This is an optimization exercise on Yosys and OpenROAD, whose aim is small area and a short achievable clock period, not a production implementation.

Setup of run a:
==> flow/design.v <==
module mr_aoi22 (input logic a, b, c, d, output logic y);
  assign y = ~((a & b) | (c & d));
endmodule
module mr_nand4 (input logic a, b, c, d, output logic y);
  assign y = ~(a & b & c & d);
endmodule
module mr_nand2 (input logic a, b, output logic y);
  assign y = ~(a & b);
endmodule
module mr_sel8 (input logic [7:0] d, input logic [7:0] s, output logic y);
  logic [3:0] n;
  for (genvar j = 0; j < 4; j++) begin : g_a
    mr_aoi22 u_a (.a(d[2*j]), .b(s[2*j]), .c(d[2*j+1]), .d(s[2*j+1]), .y(n[j]));
  end
  mr_nand4 u_o (.a(n[0]), .b(n[1]), .c(n[2]), .d(n[3]), .y(y));
endmodule
module mem_responder #(
  parameter int ADDR_BITS  = 6,
  parameter int RD_LATENCY = 1
) (
  input  logic                 clock,
  input  logic                 reset,
  input  logic [31:0]          Address,
  input  logic                 Wr,
  input  logic [31:0]          Datain,
  output logic [31:0]          Dataout,
  output logic                 rd_valid,
  output logic                 addr_err,
  input  logic                 ld_en,
  input  logic [ADDR_BITS-1:0] ld_addr,
  input  logic [31:0]          ld_data,
  output logic                 ld_clash
);
  localparam int ROWS = 1 << (ADDR_BITS - 2);
  localparam int RB   = ADDR_BITS - 2;
  localparam int NH   = ROWS / 8;    
  logic [7:0] bank [4][ROWS];
  function automatic logic [4*ROWS-1:0] row_selects(input logic [RB-1:0] row, input logic [1:0] off,
                                                     input logic en);
    logic [ROWS-1:0] dec;
    logic [ROWS-1:0] dec_nx;
    for (int r = 0; r < ROWS; r++) begin
      dec[r]    = en & (row == RB'(r));
      dec_nx[r] = en & (row == RB'(r - 1));
    end
    for (int b = 0; b < 4; b++)
      row_selects[b*ROWS +: ROWS] = (2'(b) < off) ? dec_nx : dec;
  endfunction
  logic [3:0][ROWS-1:0] rd_sel;
  logic [3:0][3:0]      rot_sel;    
  assign rd_sel = row_selects(Address[ADDR_BITS-1:2], Address[1:0], 1'b1);
  always_comb begin
    for (int k = 0; k < 4; k++)
      for (int b = 0; b < 4; b++)
        rot_sel[k][b] = (Address[1:0] == 2'(b - k));
  end
  logic [7:0] part [4][NH];
  for (genvar b = 0; b < 4; b++) begin : g_bank
    for (genvar h = 0; h < NH; h++) begin : g_half
      for (genvar i = 0; i < 8; i++) begin : g_bit
        logic [7:0] d;
        for (genvar r = 0; r < 8; r++) begin : g_row
          assign d[r] = bank[b][8*h+r][i];
        end
        mr_sel8 u_sel (.d(d), .s(rd_sel[b][8*h +: 8]), .y(part[b][h][i]));
      end
    end
  end
  logic [3:0][7:0] bank_rd;
  for (genvar b = 0; b < 4; b++) begin : g_merge
    always_comb begin
      bank_rd[b] = '0;
      for (int h = 0; h < NH; h++) bank_rd[b] = bank_rd[b] | part[b][h];
    end
  end
  logic                 ld_go;
  logic                 cpu_go;
  logic [3:0][ROWS-1:0] ld_sel;
  logic [3:0][ROWS-1:0] cpu_sel;
  logic [3:0][ROWS-1:0] wr_sel;
  logic [3:0][7:0]      wr_byte;
  logic [3:0][7:0]      wd_sel;     
  assign ld_go   = reset & ld_en;
  assign cpu_go  = reset & ~ld_en & Wr;
  assign ld_sel  = row_selects(ld_addr[ADDR_BITS-1:2], ld_addr[1:0], ld_go);
  assign cpu_sel = row_selects(Address[ADDR_BITS-1:2], Address[1:0], cpu_go);
  assign wr_sel  = ld_sel | cpu_sel;
  always_comb begin
    for (int b = 0; b < 4; b++)
      for (int k = 0; k < 4; k++) begin
        wd_sel[b][2*k]   = ld_en & (ld_addr[1:0] == 2'(b - k));
        wd_sel[b][2*k+1] = ~ld_en & (Address[1:0] == 2'(b - k));
      end
  end
  for (genvar b = 0; b < 4; b++) begin : g_wd
    for (genvar i = 0; i < 8; i++) begin : g_bit
      logic [7:0] d;
      for (genvar k = 0; k < 4; k++) begin : g_lane
        assign d[2*k]   = ld_data[31-8*k-7+i];
        assign d[2*k+1] = Datain[31-8*k-7+i];
      end
      mr_sel8 u_sel (.d(d), .s(wd_sel[b]), .y(wr_byte[b][i]));
    end
  end
  always_ff @(posedge clock) begin
    for (int b = 0; b < 4; b++)
      for (int r = 0; r < ROWS; r++)
        if (wr_sel[b][r]) bank[b][r] <= wr_byte[b];
  end
  logic [3:0][7:0] bank_q;     
  logic [3:0][3:0] rot_q;      
  always_ff @(posedge clock or negedge reset) begin
    if (!reset) begin
      bank_q   <= '0;
      addr_err <= 1'b0;
      rd_valid <= 1'b0;
      ld_clash <= 1'b0;
    end else begin
      bank_q   <= bank_rd;
      addr_err <= (Address[31:ADDR_BITS] != '0);
      rd_valid <= 1'b1;
      ld_clash <= ld_en & Wr;
    end
  end
  always_ff @(posedge clock) begin
    rot_q <= rot_sel;
  end
  for (genvar k = 0; k < 4; k++) begin : g_lane
    for (genvar i = 0; i < 8; i++) begin : g_bit
      logic [1:0] t;
      mr_aoi22 u_a0 (.a(bank_q[0][i]), .b(rot_q[k][0]), .c(bank_q[1][i]), .d(rot_q[k][1]), .y(t[0]));
      mr_aoi22 u_a1 (.a(bank_q[2][i]), .b(rot_q[k][2]), .c(bank_q[3][i]), .d(rot_q[k][3]), .y(t[1]));
      mr_nand2 u_o (.a(t[0]), .b(t[1]), .y(Dataout[31-8*k-7+i]));
    end
  end
endmodule
==> flow/config.mk <==
export PLATFORM = sky130hd
export DESIGN_NAME = mem_responder
export DESIGN_NICKNAME = mem_responder
export VERILOG_FILES = /design/flow/design.v
export SDC_FILE = /design/flow/constraint.sdc
export NUM_CORES = 4
export LEC_CHECK = 0
export ABC_AREA = 1
export CAP_MARGIN = 20
export CELL_PAD_IN_SITES_DETAIL_PLACEMENT = 1
export CELL_PAD_IN_SITES_GLOBAL_PLACEMENT = 2
export CORE_MARGIN = 2
export CORE_UTILIZATION = 30
export CTS_BUF_LIST = sky130_fd_sc_hd__clkbuf_8
export CTS_CLUSTER_DIAMETER = 80
export CTS_CLUSTER_SIZE = 16
export SETUP_SLACK_MARGIN = 2.6
export SLEW_MARGIN = 20
export SYNTH_HIERARCHICAL = 1
export SYNTH_MINIMUM_KEEP_SIZE = 0
==> flow/constraint.sdc <==
create_clock -name core_clock -period 5.0 [get_ports {clock}]
set_input_delay 1.0000 -clock core_clock [delete_from_list [all_inputs] [get_ports {clock}]]
set_output_delay 1.0000 -clock core_clock [all_outputs]
set_load 0.01 [all_outputs]
standard.sh (not shown) runs the stock make flow with config.mk's settings and CLKGATE_MAP_FILE= SYNTH_SCRIPT=/design/flow/synth_recipe.tcl, a recipe that flattens the netlist after the stock synthesis.
==> flow/flow/run.sh <==
#!/bin/bash
# Own layout flow: the standard ORFS flow, with
#  - extra ORFS make variables from flow/make_vars.txt (one NAME=VALUE per line).
# Every tool's output goes to ORFS's own logs (orfs/logs/...) and the make output to flow_make.log.
set -euo pipefail
W=$(pwd)
F=$W/flow
{
  echo "proc abc {args} {"
  echo "  set i [lsearch -exact \$args -script]"
  echo "  if {\$i >= 0} { lset args [expr {\$i + 1}] {$F/abc.script} }"
  echo "  yosys abc {*}\$args"
  echo "}"
  cat "$W/synth_recipe.tcl"
} > "$W/own_synth.tcl"
vars=("SYNTH_SCRIPT=$W/own_synth.tcl")
if [[ -f $F/make_vars.txt ]]; then
  while IFS= read -r line; do
    [[ -z $line || $line == \#* ]] && continue
    vars+=("$line")
  done < "$F/make_vars.txt"
fi
bash "$W/standard.sh" "${vars[@]}" finish > "$W/flow_make.log" 2>&1
==> flow/flow/abc.script <==
strash
dch
map
topo
stime -c
==> flow/flow/make_vars.txt <==
MATCH_CELL_FOOTPRINT=0
BUFFER_PORTS_ARGS=-buffer_cell sky130_fd_sc_hd__buf_2
Here is what was changed in the inputs of run b compared with run a.
diff --git a/flow/design.v b/flow/design.v
--- a/flow/design.v
+++ b/flow/design.v
@@ -1,10 +1,13 @@
 module mr_aoi22 (input logic a, b, c, d, output logic y);
   assign y = ~((a & b) | (c & d));
+endmodule
+module mr_ao22 (input logic a, b, c, d, output logic y);
+  assign y = (a & b) | (c & d);
 endmodule
 module mr_nand4 (input logic a, b, c, d, output logic y);
   assign y = ~(a & b & c & d);
 endmodule
-module mr_nand2 (input logic a, b, output logic y);
-  assign y = ~(a & b);
+module mr_oai21 (input logic a, b, c, output logic y);
+  assign y = ~((a | b) & c);
 endmodule
 module mr_sel8 (input logic [7:0] d, input logic [7:0] s, output logic y);
@@ -49,4 +52,5 @@
   logic [3:0][ROWS-1:0] rd_sel;
   logic [3:0][3:0]      rot_sel;    
+  logic [31:0]          rd_word;
   assign rd_sel = row_selects(Address[ADDR_BITS-1:2], Address[1:0], 1'b1);
   always_comb begin
@@ -67,9 +71,20 @@
     end
   end
-  logic [3:0][7:0] bank_rd;
-  for (genvar b = 0; b < 4; b++) begin : g_merge
-    always_comb begin
-      bank_rd[b] = '0;
-      for (int h = 0; h < NH; h++) bank_rd[b] = bank_rd[b] | part[b][h];
+  for (genvar k = 0; k < 4; k++) begin : g_lane
+    for (genvar i = 0; i < 8; i++) begin : g_bit
+      logic [3:0] t;
+      for (genvar b = 0; b < 4; b++) begin : g_b
+        if (NH == 2) begin : g_two
+          mr_oai21 u_t (.a(part[b][0][i]), .b(part[b][1][i]), .c(rot_sel[k][b]), .y(t[b]));
+        end else begin : g_any
+          logic any;
+          always_comb begin
+            any = 1'b0;
+            for (int h = 0; h < NH; h++) any = any | part[b][h][i];
+          end
+          assign t[b] = ~(any & rot_sel[k][b]);
+        end
+      end
+      mr_nand4 u_o (.a(t[0]), .b(t[1]), .c(t[2]), .d(t[3]), .y(rd_word[31-8*k-7+i]));
     end
   end
@@ -77,5 +92,4 @@
   logic                 cpu_go;
   logic [3:0][ROWS-1:0] ld_sel;
-  logic [3:0][ROWS-1:0] cpu_sel;
   logic [3:0][ROWS-1:0] wr_sel;
   logic [3:0][7:0]      wr_byte;
@@ -83,7 +97,10 @@
   assign ld_go   = reset & ld_en;
   assign cpu_go  = reset & ~ld_en & Wr;
-  assign ld_sel  = row_selects(ld_addr[ADDR_BITS-1:2], ld_addr[1:0], ld_go);
-  assign cpu_sel = row_selects(Address[ADDR_BITS-1:2], Address[1:0], cpu_go);
-  assign wr_sel  = ld_sel | cpu_sel;
+  assign ld_sel  = row_selects(ld_addr[ADDR_BITS-1:2], ld_addr[1:0], 1'b1);
+  for (genvar b = 0; b < 4; b++) begin : g_wen
+    for (genvar r = 0; r < ROWS; r++) begin : g_row
+      mr_ao22 u_e (.a(ld_go), .b(ld_sel[b][r]), .c(cpu_go), .d(rd_sel[b][r]), .y(wr_sel[b][r]));
+    end
+  end
   always_comb begin
     for (int b = 0; b < 4; b++)
@@ -108,14 +125,12 @@
         if (wr_sel[b][r]) bank[b][r] <= wr_byte[b];
   end
-  logic [3:0][7:0] bank_q;     
-  logic [3:0][3:0] rot_q;      
   always_ff @(posedge clock or negedge reset) begin
     if (!reset) begin
-      bank_q   <= '0;
+      Dataout  <= '0;
       addr_err <= 1'b0;
       rd_valid <= 1'b0;
       ld_clash <= 1'b0;
     end else begin
-      bank_q   <= bank_rd;
+      Dataout  <= rd_word;
       addr_err <= (Address[31:ADDR_BITS] != '0);
       rd_valid <= 1'b1;
@@ -123,14 +138,3 @@
     end
   end
-  always_ff @(posedge clock) begin
-    rot_q <= rot_sel;
-  end
-  for (genvar k = 0; k < 4; k++) begin : g_lane
-    for (genvar i = 0; i < 8; i++) begin : g_bit
-      logic [1:0] t;
-      mr_aoi22 u_a0 (.a(bank_q[0][i]), .b(rot_q[k][0]), .c(bank_q[1][i]), .d(rot_q[k][1]), .y(t[0]));
-      mr_aoi22 u_a1 (.a(bank_q[2][i]), .b(rot_q[k][2]), .c(bank_q[3][i]), .d(rot_q[k][3]), .y(t[1]));
-      mr_nand2 u_o (.a(t[0]), .b(t[1]), .y(Dataout[31-8*k-7+i]));
-    end
-  end
 endmodule
## What came out
Run b against run a; final area is down slightly. Summary — maximum number of pins on one net before global-route repair, run b relative to run a: lower, by 5. Per the comparison of run b with run a, met2 global-route usage higher, area taken by multi-input logic gates went up, maximum frequency from static timing analysis increased by 20 MHz relative to the old numbers. Compared to run a, the routing of run b uses more wire. Comparing count of cells along the worst register-to-register path for run a and run b, the smaller number came from run a.
No functional check of the RTL was part of any run of this note.

-- re-timing with driven ports --
Ports are ideal in the flow. The routed layouts listed here were re-timed in OpenROAD. Step 1 sets driving cells, clkbuf_16 on the clock port and buf_2 on the other inputs (assumed; they add their load-dependent delay and slew). Step 2 adds t to the input delays and takes it off the output delays; t is the mean of the earliest and latest rising clock arrival at the registers after step 1. Input paths then give back, and output paths get back, about the clock's delay inside the block. Three values: no drivers, after step 1, after step 2; two values: the first two.
| run | t, ns | setup slack, ns | latest minus earliest clock arrival (ns) |
|---|---|---|---|
| run a | 0.670 | 2.364 / 2.301 / 1.864 | 0.042 / 0.041 |
| run b | 0.703 | 2.494 / 2.460 / 1.758 | 0.031 / 0.031 |
After both steps every run listed still meets setup and hold. For run b, which loses most, drivers alone change the setup slack by -0.034 ns; drivers and shift together by -0.736 ns.
